What follows belongs to an exercise in optimizing a design on an open flow for small area, a short achievable clock period and few clock cycles per item; a production flow would make more cautious choices.
In this exercise RTL edits were held to simulation tests only and were not proved equivalent to the original.
Power is estimated from default activity; no workload was simulated.

// preemptive_priority_task_scheduler_unit
module preemptive_priority_task_scheduler_unit #(
	parameter int MAX_TASKS = ppts_pkg::MAX_TASKS_DEF,
	parameter int TIME_BITS = ppts_pkg::TIME_BITS_DEF
) (
	input  logic                              clk,
	input  logic                              arst_n,
	input  logic                              s_tvalid,
	output logic                              s_tready,
	input  logic [ppts_pkg::IN_DATA_W-1:0]    s_tdata,
	input  logic                              s_tuser,
	output logic                              m_tvalid,
	input  logic                              m_tready,
	output logic [ppts_pkg::OUT_DATA_W-1:0]   m_tdata
);
	localparam int N   = MAX_TASKS;
	localparam int TW  = TIME_BITS;
	localparam int AW  = ppts_pkg::ARRIVAL_W;
	localparam int BW  = ppts_pkg::BURST_W;
	localparam int PW  = ppts_pkg::PRIO_W;
	localparam int CW  = $clog2(N + 1);
	localparam int IW  = (N > 1) ? $clog2(N) : 1;
	localparam int RW  = ppts_pkg::TASK_NR_W;
	logic [TW-1:0]          t_q;        
	logic [TW-1:0]          tn_q;       
	logic [CW-1:0]          loaded_q;
	logic [N-1:0]           live_q;
	logic [N-1:0]           arrived_q;
	logic [N-1:0]           started_q;
	logic [N-1:0][AW-1:0]   arr_q;
	logic [N-1:0][AW:0]     due_q;      
	logic [N-1:0][BW-1:0]   rem_q;
	logic [N-1:0]           c_oh_q;     
	logic [BW-1:0]          c_raw_q;    
	logic [N-1:0][PW-1:0]   prio_q;
	logic [N-1:0][TW-1:0]   st_q;       
	logic [N-1:0][N-1:0]    beat_q;
	localparam int QW = N + 1 + 2 + 1 + 1 + TW;
	logic                   rdy_q;
	logic                   va_q;
	logic                   vb_q;
	logic [QW-1:0]          qa_q;
  ...
For scale: ~5,200 cells after synthesis, ~1,800 flip-flops, about 170 I/O pins, about 0.077 mm² of cells after synthesis.
Settings: LEC_CHECK=0, CAP_MARGIN=20, CORE_MARGIN=2, CORE_UTILIZATION=40, SETUP_SLACK_MARGIN=3.4, SLEW_MARGIN=20; clock period 6.0 ns.
run.sh (not shown) runs the stock make flow with config.mk's settings and CLKGATE_MAP_FILE= SYNTH_SCRIPT=/design/flow/synth_recipe.tcl, a recipe that flattens the netlist after the stock synthesis.
The first run passed the timing, design-rule and antenna checks.
Testbench counts at the start, summed over its fixed seeds: cycles 5,624, items 5,600.
==> next run, changes <==
Settings changed: CTS_BUF_LIST from default to sky130_fd_sc_hd__clkbuf_16, CTS_CLUSTER_DIAMETER from default to 60, CTS_CLUSTER_SIZE from default to 24.
The new run finished but failed the layout checks on max-capacitance violations, max-slew violations.
Cell count went down by about 0.34%.
Global-route usage went up by 0.36 points.
Flip-flop and latch count stays the same.
==> next run, changes <==
Settings changed: CORE_UTILIZATION 40 to 55, CTS_BUF_LIST sky130_fd_sc_hd__clkbuf_16 to default, CTS_CLUSTER_DIAMETER 60 to default, CTS_CLUSTER_SIZE 24 to default, PLACE_DENSITY from default to 0.65, TNS_END_PERCENT from default to 10.
With this change the flow finished with timing, DRC and antenna clean.
Via count decreases by 4.0%.
Maximum frequency is lower by 0.35%.
Non-clock buffer count drops by 329.
Global-route usage rose by 6.7 points.
First-iteration DRC count went down by 13%.
Design area drops by 7.5%.
==> next run, changes <==
Settings changed: SETUP_SLACK_MARGIN 3.4 to 3.2, TNS_END_PERCENT 10 to default.
Outcome: Critical path depth drops by 2; count of clock-buffer cells in the layout went down by 2; sequential cell count stays the same; first-iteration DRC count fell slightly; routed wire length drops by a few percent; design area fell slightly; clock skew is lower by 0.0045 ns; non-clock buffer count goes down by 103; area after synthesis does not change.
==> next run, changes <==
Settings changed: SETUP_SLACK_MARGIN 3.2 to 3.0.
Worst hold slack degrades by 0.072 ns.
Total power decreases by a few percent.
Design area came out lower by a few percent.
Clock-buffer cell count is higher by 9.

Another version of the RTL of preemptive_priority_task_scheduler_unit (not shown whole).
Size: about 5800 cells after synthesis, ~1800 flip-flops, about 170 I/O pins, ~79000 sq um of cells after synthesis.
// preemptive_priority_task_scheduler_unit
module preemptive_priority_task_scheduler_unit #(
	parameter int MAX_TASKS = ppts_pkg::MAX_TASKS_DEF,
	parameter int TIME_BITS = ppts_pkg::TIME_BITS_DEF
) (
	input  logic                              clk,
	input  logic                              arst_n,
	input  logic                              s_tvalid,
	output logic                              s_tready,
	input  logic [ppts_pkg::IN_DATA_W-1:0]    s_tdata,
	input  logic                              s_tuser,
	output logic                              m_tvalid,
	input  logic                              m_tready,
	output logic [ppts_pkg::OUT_DATA_W-1:0]   m_tdata
);
	localparam int N   = MAX_TASKS;
	localparam int TW  = TIME_BITS;
	localparam int AW  = ppts_pkg::ARRIVAL_W;
	localparam int BW  = ppts_pkg::BURST_W;
	localparam int PW  = ppts_pkg::PRIO_W;
	localparam int CW  = $clog2(N + 1);
	localparam int IW  = (N > 1) ? $clog2(N) : 1;
	localparam int RW  = ppts_pkg::TASK_NR_W;
	logic [TW-1:0]          t_q;        
	logic [TW-1:0]          tn_q;       
	logic [CW-1:0]          loaded_q;
	logic [N-1:0]           live_q;
	logic [N-1:0]           arrived_q;
	logic [N-1:0]           started_q;
  ...
Settings: LEC_CHECK=0, CAP_MARGIN=20, CORE_MARGIN=2, CORE_UTILIZATION=40, SETUP_SLACK_MARGIN=3.3, SLEW_MARGIN=20; clock period 6.0 ns.
Testbench counts at the start, summed over its fixed seeds: cycles 5,624, items 5,600.
Change:
--- a/flow/config.mk
+++ b/flow/config.mk
@@ -9,4 +9,3 @@
 export CORE_MARGIN = 2
 export CORE_UTILIZATION = 40
-export SETUP_SLACK_MARGIN = 3.3
 export SLEW_MARGIN = 20
Power fell by 5.3%.
Die area does not change.
Cell area fell by 11%.
Count of clock-buffer cells in the layout rose by 7.
Critical path depth rose by 1.
Sequential share of layout area rose by 6.1 points.
Worst setup slack gets worse by 1500 ps.
Synthesized area stays the same.
Routed wire length fell by 13%.
Hold slack gets better by 19 ps.
Synthesized cell count stays the same.

-- re-timing with driven ports --
How much do the figures lean on ideal ports? The routed layouts below were timed once more, with nothing changed but the port constraints.
Step 1 assumes that a clkbuf_16 drives the clock port and a buf_2 every other input.
Step 2 times the ports against the registers' clock, not the clock port: input delays grow and output delays shrink by t, the midpoint of the rising clock arrivals with the driver on.
Three values: ideal, step 1, step 2; two values: the first two.
| run | t, ns | setup slack, ns | slew at the worst register clock pin (ns) | worst data-port slew with drivers (ns) |
|---|---|---|---|---|
| the first run of note 1 | 0.923 | 2.948 / 2.948 / 2.231 | 0.07 / 0.07 | 0.20 |
| the second run of note 1 | 0.893 | 2.928 / 2.928 / 2.167 | 0.10 / 0.10 | 0.22 |
| the third run of note 1 | 0.909 | 2.917 / 2.917 / 2.189 | 0.07 / 0.07 | 0.14 |
| the fourth run of note 1 | 0.899 | 2.932 / 2.932 / 2.216 | 0.07 / 0.07 | 0.16 |
| the fifth run of note 1 | 0.889 | 2.911 / 2.924 / 2.071 | 0.07 / 0.07 | 0.16 |
| the first run of note 2 | 0.909 | 2.840 / 2.840 / 2.106 | 0.07 / 0.07 | 0.10 |
| the second run of note 2 | 0.905 | 1.323 / 1.323 / 0.816 | 0.07 / 0.07 | 0.09 |
For the fifth run of note 1, which loses most, drivers alone change the setup slack by +0.013 ns; drivers and shift together by -0.840 ns.
